Context: an optimization exercise on an open-source flow, tuned for small area and a short achievable clock period. The choices shown serve that exercise and are no tape-out recipe. Where RTL was checked, it was by simulation tests only, not by an equivalence proof against the original. No activity file was given, so power comes from the tool's default toggle rates.

==> flow/design.v <==
`timescale 1ns/1ps
`default_nettype none
module viterbi_decoder (
   input  wire       clk,
   input  wire       rst,
   input  wire       enable_i,
   input  wire [1:0] symbol_i,
   output wire       d_out_o,
   output wire       d_valid_o
);
   function automatic [1:0] code(input integer j);
      reg [2:0] s;
      begin
         s    = 2 * j;
         code = {^(s & 3'b111), ^(s & 3'b101)};
      end
   endfunction
   integer k;
   reg [3:0] up_q;     
   reg [3:0] dn_q;     
   reg       frc_q;    
   reg [3:0] ph_q;     
   reg [2:0] bc_q;     
   reg       vld_q;
   always @(posedge clk) begin
      for (k = 0; k < 4; k = k + 1) begin
         up_q[k] <= (symbol_i == code(k));
         dn_q[k] <= (symbol_i == ~code(k));
      end
      frc_q <= (bc_q == 3'd0) && (ph_q < 4'd3);
   end
   always @(posedge clk or negedge rst) begin
      if (!rst) begin
         ph_q  <= 4'd0;
         bc_q  <= 3'd0;
         vld_q <= 1'b0;
      end else if (!enable_i) begin
         ph_q  <= 4'd0;
         bc_q  <= 3'd0;
         vld_q <= 1'b0;
      end else begin
         ph_q <= ph_q + 4'd1;
         if (ph_q == 4'd15 && !bc_q[2])
            bc_q <= bc_q + 3'd1;
         vld_q <= vld_q | (bc_q[2] & (ph_q >= 4'd3));
      end
   end
   reg [3:0] pm [0:7];
   reg [7:0] dec_q;
   genvar j;
   generate
      for (j = 0; j < 4; j = j + 1) begin : g_bf
         wire       up  = up_q[j];          
         wire       dn  = dn_q[j];          
         wire [3:0] a0  = pm[2*j];
         wire [3:0] a1  = pm[2*j+1];
         wire [3:0] e   = a1 - a0;
         wire       l0  = e[3];                         
         wire       lm2 = e[3] & ~(e[2] & e[1]);        
         wire       l2  = e[3] | ~(e[2] | e[1]);        
         wire       sl  = !frc_q && (up ? lm2 : dn ? l2 : l0);
         wire       sh  = !frc_q && (up ? l2 : dn ? lm2 : l0);
         wire [3:0] a0p = a0 + 4'd1;
         wire [3:0] a0m = a0 - 4'd1;
         wire [3:0] a1p = a1 + 4'd1;
         wire [3:0] a1m = a1 - 4'd1;
         always @(posedge clk) begin
            pm[j]      <= sl ? (up ? a1p : dn ? a1m : a1) : (up ? a0m : dn ? a0p : a0);
            pm[j+4]    <= sh ? (up ? a1m : dn ? a1p : a1) : (up ? a0p : dn ? a0m : a0);
            dec_q[j]   <= sl;
            dec_q[j+4] <= sh;
         end
      end
   endgenerate
   reg [32:4] r [0:7];
   genvar n;
   generate
      for (n = 0; n < 8; n = n + 1) begin : g_re
         localparam integer Q0 = (n % 4) * 2;
         always @(posedge clk)
            r[n] <= {~(dec_q[n] ? r[Q0+1][31:4] : r[Q0][31:4]), dec_q[n]};
      end
   endgenerate
   reg [15:0] sr_q;
   reg [32:0] dl_q;
   integer    b;
   always @(posedge clk) begin
      if (ph_q == 4'd2) begin
         for (b = 0; b < 16; b = b + 1)
            sr_q[b] <= r[0][32-b] ^ b[0];
      end else begin
         sr_q <= {r[0][17], sr_q[15:1]};   
      end
      dl_q <= {dl_q[31:0], sr_q[0]};
   end
   assign d_out_o   = dl_q[32];
   assign d_valid_o = vld_q;
endmodule
`default_nettype wire
clock: 5.0 ns
lec_check: 0
cap_margin: 20
core_margin: 2
core_utilization: 40
setup_slack_margin: 3.3
slew_margin: 20
run.sh (not shown) runs the stock make flow with config.mk's settings and CLKGATE_MAP_FILE= SYNTH_SCRIPT=/design/flow/synth_recipe.tcl, a recipe that flattens the netlist after the stock synthesis.
Then changed:
--- a/flow/design.v
+++ b/flow/design.v
@@ -51,25 +51,33 @@
    generate
       for (j = 0; j < 4; j = j + 1) begin : g_bf
          wire       up  = up_q[j];          
          wire       dn  = dn_q[j];          
          wire [3:0] a0  = pm[2*j];
          wire [3:0] a1  = pm[2*j+1];
-         wire [3:0] e   = a1 - a0;
-         wire       l0  = e[3];                         
-         wire       lm2 = e[3] & ~(e[2] & e[1]);        
-         wire       l2  = e[3] | ~(e[2] | e[1]);        
-         wire       sl  = !frc_q && (up ? lm2 : dn ? l2 : l0);
-         wire       sh  = !frc_q && (up ? l2 : dn ? lm2 : l0);
+         wire [3:0] eq  = ~(a1 ^ a0);
+         wire [2:0] g   = ~a1[2:0] & a0[2:0];
+         wire       b1  = g[0];
+         wire       b2  = g[1] | (eq[1] & g[0]);
+         wire       b3  = g[2] | (eq[2] & g[1]) | (eq[2] & eq[1] & g[0]);
+         wire       e1  = eq[1] ^ ~b1;
+         wire       e2  = eq[2] ^ ~b2;
+         wire       e3  = eq[3] ^ ~b3;
+         wire       sl  = !frc_q & ((e3 & ~(up & e2 & e1)) | (dn & ~e2 & ~e1));
+         wire       sh  = !frc_q & ((e3 & ~(dn & e2 & e1)) | (up & ~e2 & ~e1));
          wire [3:0] a0p = a0 + 4'd1;
          wire [3:0] a0m = a0 - 4'd1;
          wire [3:0] a1p = a1 + 4'd1;
          wire [3:0] a1m = a1 - 4'd1;
+         wire [3:0] c0l = up ? a0m : dn ? a0p : a0;    
+         wire [3:0] c1l = up ? a1p : dn ? a1m : a1;    
+         wire [3:0] c0h = up ? a0p : dn ? a0m : a0;    
+         wire [3:0] c1h = up ? a1m : dn ? a1p : a1;    
          always @(posedge clk) begin
-            pm[j]      <= sl ? (up ? a1p : dn ? a1m : a1) : (up ? a0m : dn ? a0p : a0);
-            pm[j+4]    <= sh ? (up ? a1m : dn ? a1p : a1) : (up ? a0p : dn ? a0m : a0);
+            pm[j]      <= sl ? c1l : c0l;
+            pm[j+4]    <= sh ? c1h : c0h;
             dec_q[j]   <= sl;
             dec_q[j+4] <= sh;
          end
       end
    endgenerate
    reg [32:4] r [0:7];
After rerunning: The changed run finished with timing, DRC and antenna clean; cell count is lower by 2.9%; combinational power drops by about 27%; power goes down by 11%; die area decreases by 1.7%; worst hold slack is about the same; via count goes down by about 5%; routed wire length falls by 6.9%; first-iteration DRC count goes down by 16%; global-route usage decreases by 0.34 points; sequential share of layout area rose by 2.1 points; setup slack improved by 0.17 ns; maximum frequency increases by about 8%; sequential power drops by about 0.9%; design area decreases by 4.3%.
No run of this note included a check of the RTL's function; only the layout flow was run.

========
== run a ==
Another version of the RTL of viterbi_decoder (not shown whole).
Size: roughly 970 cells after synthesis, about 7 I/O pins.
==> module viterbi_decoder, before the edit <==
module viterbi_decoder (
   input  wire       clk,
   input  wire       rst,
   input  wire       enable_i,
   input  wire [1:0] symbol_i,
   output wire       d_out_o,
   output wire       d_valid_o
);
   function automatic [1:0] code(input integer j);
      reg [2:0] s;
      begin
         s    = 2 * j;
         code = {^(s & 3'b111), ^(s & 3'b101)};
      end
   endfunction
   integer k;
   reg [3:0] up_q;     
   reg [3:0] dn_q;     
   reg       frc_q;    
   reg [3:0] ph_q;     
   reg [2:0] bc_q;     
   reg       vld_q;
   always @(posedge clk) begin
      for (k = 0; k < 4; k = k + 1) begin
         up_q[k] <= (symbol_i == code(k));
         dn_q[k] <= (symbol_i == ~code(k));
      end
      frc_q <= (bc_q == 3'd0) && (ph_q < 4'd3);
   end
   always @(posedge clk or negedge rst) begin
      if (!rst) begin
         ph_q  <= 4'd0;
         bc_q  <= 3'd0;
         vld_q <= 1'b0;
      end else if (!enable_i) begin
         ph_q  <= 4'd0;
         bc_q  <= 3'd0;
         vld_q <= 1'b0;
      end else begin
         ph_q <= ph_q + 4'd1;
         if (ph_q == 4'd15 && !bc_q[2])
            bc_q <= bc_q + 3'd1;
         vld_q <= vld_q | (bc_q[2] & (ph_q >= 4'd3));
      end
   end
   reg [3:0] pm [0:7];
   reg [7:0] dec_q;
   reg [7:0] decn_q;   
   genvar j;
   generate
      for (j = 0; j < 4; j = j + 1) begin : g_bf
         wire       up  = up_q[j];          
         wire       dn  = dn_q[j];          
         wire [3:0] a0  = pm[2*j];
         wire [3:0] a1  = pm[2*j+1];
         wire [3:0] eq  = ~(a1 ^ a0);
         wire [2:0] g   = ~a1[2:0] & a0[2:0];
         wire       b1  = g[0];
         wire       b2  = g[1] | (eq[1] & g[0]);
         wire       b3  = g[2] | (eq[2] & g[1]) | (eq[2] & eq[1] & g[0]);
         wire       e1  = eq[1] ^ ~b1;
         wire       e2  = eq[2] ^ ~b2;
         wire       e3  = eq[3] ^ ~b3;
         wire       sl  = !frc_q & ((e3 & ~(up & e2 & e1)) | (dn & ~e2 & ~e1));
         wire       sh  = !frc_q & ((e3 & ~(dn & e2 & e1)) | (up & ~e2 & ~e1));
         wire [3:0] a0p = a0 + 4'd1;
         wire [3:0] a0m = a0 - 4'd1;
         wire [3:0] a1p = a1 + 4'd1;
         wire [3:0] a1m = a1 - 4'd1;
         wire [3:0] c0l = (j == 0) ? a0 + {up, up, up, up | dn}
                                   : (up ? a0m : dn ? a0p : a0);    
         wire [3:0] c1l = up ? a1p : dn ? a1m : a1;                 
         wire [3:0] c0h = up ? a0p : dn ? a0m : a0;                 
         wire [3:0] c1h = (j == 3) ? a1 + {up, up, up, up | dn}
                                   : (up ? a1m : dn ? a1p : a1);    
         always @(posedge clk) begin
            pm[j]      <= sl ? c1l : c0l;
            pm[j+4]    <= sh ? c1h : c0h;
            dec_q[j]    <= sl;
            dec_q[j+4]  <= sh;
            decn_q[j]   <= ~sl;
            decn_q[j+4] <= ~sh;
         end
      end
   endgenerate
   reg [32:4] r [0:7];
   genvar n;
   generate
      for (n = 0; n < 8; n = n + 1) begin : g_re
         localparam integer Q0 = (n % 4) * 2;
         always @(posedge clk)
            r[n] <= {~((r[Q0+1][31:4] | {28{decn_q[n]}}) & (r[Q0][31:4] | {28{dec_q[n]}})),
                     dec_q[n]};
      end
   endgenerate
   reg [15:0] sr_q;
   reg [32:0] dl_q;
   reg        ld_q;    
   reg        ldn_q;   
   integer    b;
   always @(posedge clk) begin
      ld_q  <= (ph_q == 4'd1);
      ldn_q <= (ph_q != 4'd1);
      for (b = 0; b < 15; b = b + 1)
         sr_q[b] <= ~((r[0][32-b] | ldn_q) & (sr_q[b+1] | ld_q));
      sr_q[15] <= ~r[0][17];   
      dl_q <= {dl_q[31:0], ~sr_q[0]};
   end
   assign d_out_o   = dl_q[32];
   assign d_valid_o = vld_q;
endmodule
clock: 5.0 ns
lec_check: 0
cap_margin: 20
core_margin: 2
core_utilization: 40
cts_cluster_diameter: 100
cts_cluster_size: 24
setup_slack_margin: 3.0
slew_margin: 20
--- input diff run a..run b ---
--- a/flow/design.v
+++ b/flow/design.v
@@ -48,5 +48,4 @@
    reg [3:0] pm [0:7];
    reg [7:0] dec_q;
-   reg [7:0] decn_q;   
    genvar j;
    generate
@@ -79,8 +78,6 @@
             pm[j]      <= sl ? c1l : c0l;
             pm[j+4]    <= sh ? c1h : c0h;
-            dec_q[j]    <= sl;
-            dec_q[j+4]  <= sh;
-            decn_q[j]   <= ~sl;
-            decn_q[j+4] <= ~sh;
+            dec_q[j]   <= sl;
+            dec_q[j+4] <= sh;
          end
       end
@@ -92,20 +89,18 @@
          localparam integer Q0 = (n % 4) * 2;
          always @(posedge clk)
-            r[n] <= {~((r[Q0+1][31:4] | {28{decn_q[n]}}) & (r[Q0][31:4] | {28{dec_q[n]}})),
-                     dec_q[n]};
+            r[n] <= {~(dec_q[n] ? r[Q0+1][31:4] : r[Q0][31:4]), dec_q[n]};
       end
    endgenerate
    reg [15:0] sr_q;
    reg [32:0] dl_q;
-   reg        ld_q;    
-   reg        ldn_q;   
    integer    b;
    always @(posedge clk) begin
-      ld_q  <= (ph_q == 4'd1);
-      ldn_q <= (ph_q != 4'd1);
-      for (b = 0; b < 15; b = b + 1)
-         sr_q[b] <= ~((r[0][32-b] | ldn_q) & (sr_q[b+1] | ld_q));
-      sr_q[15] <= ~r[0][17];   
-      dl_q <= {dl_q[31:0], ~sr_q[0]};
+      if (ph_q == 4'd2) begin
+         for (b = 0; b < 16; b = b + 1)
+            sr_q[b] <= r[0][32-b] ^ b[0];
+      end else begin
+         sr_q <= {r[0][17], sr_q[15:1]};   
+      end
+      dl_q <= {dl_q[31:0], sr_q[0]};
    end
    assign d_out_o   = dl_q[32];
Results
Run b went all the way through synthesis, placement and routing and the layout is clean on timing, DRC and antenna. The estimated power of run b ends up lower than the estimate for run a. Delta (run b minus run a): placeable core area increased by about 4% relative to the old numbers, peak clock frequency supported by timing decreased by 6.9 MHz relative to the old numbers, total placed instance area increased by 580 um2 relative to the old numbers. compound AO/OA/AOI/OAI gates as the main combinational cell family by area after synthesis was reported by run a, and multiplexers by run b. Relative to run a, run b improves final wirelength.

========
Starting RTL as in the previous note.
Settings: LEC_CHECK=0, ABC_AREA=1, CAP_MARGIN=20, CORE_MARGIN=2, CORE_UTILIZATION=40, CTS_CLUSTER_DIAMETER=100, CTS_CLUSTER_SIZE=24, SETUP_SLACK_MARGIN=3.0, SLEW_MARGIN=20; clock period 5.0 ns.
The first run completed without violations.
Change:
--- a/flow/design.v
+++ b/flow/design.v
@@ -52,32 +52,34 @@
    generate
       for (j = 0; j < 4; j = j + 1) begin : g_bf
          wire       up  = up_q[j];          
          wire       dn  = dn_q[j];          
          wire [3:0] a0  = pm[2*j];
          wire [3:0] a1  = pm[2*j+1];
-         wire [3:0] eq  = ~(a1 ^ a0);
-         wire [2:0] g   = ~a1[2:0] & a0[2:0];
-         wire       b1  = g[0];
-         wire       b2  = g[1] | (eq[1] & g[0]);
-         wire       b3  = g[2] | (eq[2] & g[1]) | (eq[2] & eq[1] & g[0]);
-         wire       e1  = eq[1] ^ ~b1;
-         wire       e2  = eq[2] ^ ~b2;
-         wire       e3  = eq[3] ^ ~b3;
-         wire       sl  = !frc_q & ((e3 & ~(up & e2 & e1)) | (dn & ~e2 & ~e1));
-         wire       sh  = !frc_q & ((e3 & ~(dn & e2 & e1)) | (up & ~e2 & ~e1));
-         wire [3:0] a0p = a0 + 4'd1;
-         wire [3:0] a0m = a0 - 4'd1;
-         wire [3:0] a1p = a1 + 4'd1;
-         wire [3:0] a1m = a1 - 4'd1;
-         wire [3:0] c0l = (j == 0) ? a0 + {up, up, up, up | dn}
-                                   : (up ? a0m : dn ? a0p : a0);    
-         wire [3:0] c1l = up ? a1p : dn ? a1m : a1;                 
-         wire [3:0] c0h = up ? a0p : dn ? a0m : a0;                 
-         wire [3:0] c1h = (j == 3) ? a1 + {up, up, up, up | dn}
-                                   : (up ? a1m : dn ? a1p : a1);    
+         wire       bo  = ~a1[0] & a0[0];
+         wire [1:0] h1  = a1[2:1];
+         wire [1:0] h0  = a0[2:1];
+         wire       dz  = (h1 == h0);                   
+         wire       dp  = (h1 == h0 + 2'd1);            
+         wire       dm  = (h1 == h0 - 2'd1);            
+         wire       lt  = (h1[1] < h0[1]) | ((h1[1] == h0[1]) & (h1[0] < h0[0]))
+                        | (dz & bo);                    
+         wire       e3  = a1[3] ^ a0[3] ^ lt;
+         wire       e21 = (dm & ~bo) | (dz & bo);       
+         wire       e0n = (dz & ~bo) | (dp & bo);       
+         wire       sl  = !frc_q & ((e3 & ~(up & e21)) | (dn & e0n));
+         wire       sh  = !frc_q & ((e3 & ~(dn & e21)) | (up & e0n));
+         wire       nz  = up | dn;
+         wire [3:1] p0  = {&a0[2:0], &a0[1:0], a0[0]};
+         wire [3:1] n0  = {~|a0[2:0], ~|a0[1:0], ~a0[0]};
+         wire [3:1] p1  = {&a1[2:0], &a1[1:0], a1[0]};
+         wire [3:1] n1  = {~|a1[2:0], ~|a1[1:0], ~a1[0]};
+         wire [3:0] c0l = a0 ^ {({3{dn}} & p0) | ({3{up}} & n0), nz};    
+         wire [3:0] c0h = a0 ^ {({3{up}} & p0) | ({3{dn}} & n0), nz};    
+         wire [3:0] c1l = a1 ^ {({3{up}} & p1) | ({3{dn}} & n1), nz};    
+         wire [3:0] c1h = a1 ^ {({3{dn}} & p1) | ({3{up}} & n1), nz};    
          always @(posedge clk) begin
             pm[j]      <= sl ? c1l : c0l;
             pm[j+4]    <= sh ? c1h : c0h;
             dec_q[j]    <= sl;
             dec_q[j+4]  <= sh;
             decn_q[j]   <= ~sl;
Effect: Critical path depth does not change; power fell by 4.2%; sequential power came out lower by about 2%; routed wire length shrinks by 9.0%; via count goes down by 8.5%; combinational power is lower by 10%; worst hold slack stays flat; setup slack loses 0.0072 ns; final cell count is lower by 9.3%; utilization shrinks by 0.47 points; design area decreases by 5.4%; synthesized area came out lower by 5.0%; sequential share of layout area went up by 2.9 points; clock power barely changes.

[afterwards: timing with drivers on the ports]
The flow's constraints put no driver on any port. The routed layouts listed below were extracted and timed again, unchanged, in two steps. Step 1 assumes that a clkbuf_16 drives the clock port and a buf_2 every other input. Step 2 times the ports against the registers' clock, not the clock port: input delays grow and output delays shrink by t, the midpoint of the rising clock arrivals with the driver on. Three values: no drivers, after step 1, after step 2; two values: the first two.
run	t (ns)	slack for setup (ns)	worst setup path at the end	pins driven straight from the clock port
the first run of note 1	0.604	2.706 / 2.706 / 2.706	register to register	1
the second run of note 1	0.605	2.876 / 2.876 / 2.876	register to register	1
run a	0.550	2.965 / 2.915 / 2.985	register to register	1
run b	0.548	2.935 / 2.935 / 2.935	register to register	1
the first run of note 3	0.547	2.964 / 2.916 / 2.999	input to register	1
the second run of note 3	0.542	2.956 / 2.912 / 3.013	input to register	1
After both steps every run listed still meets setup and hold.
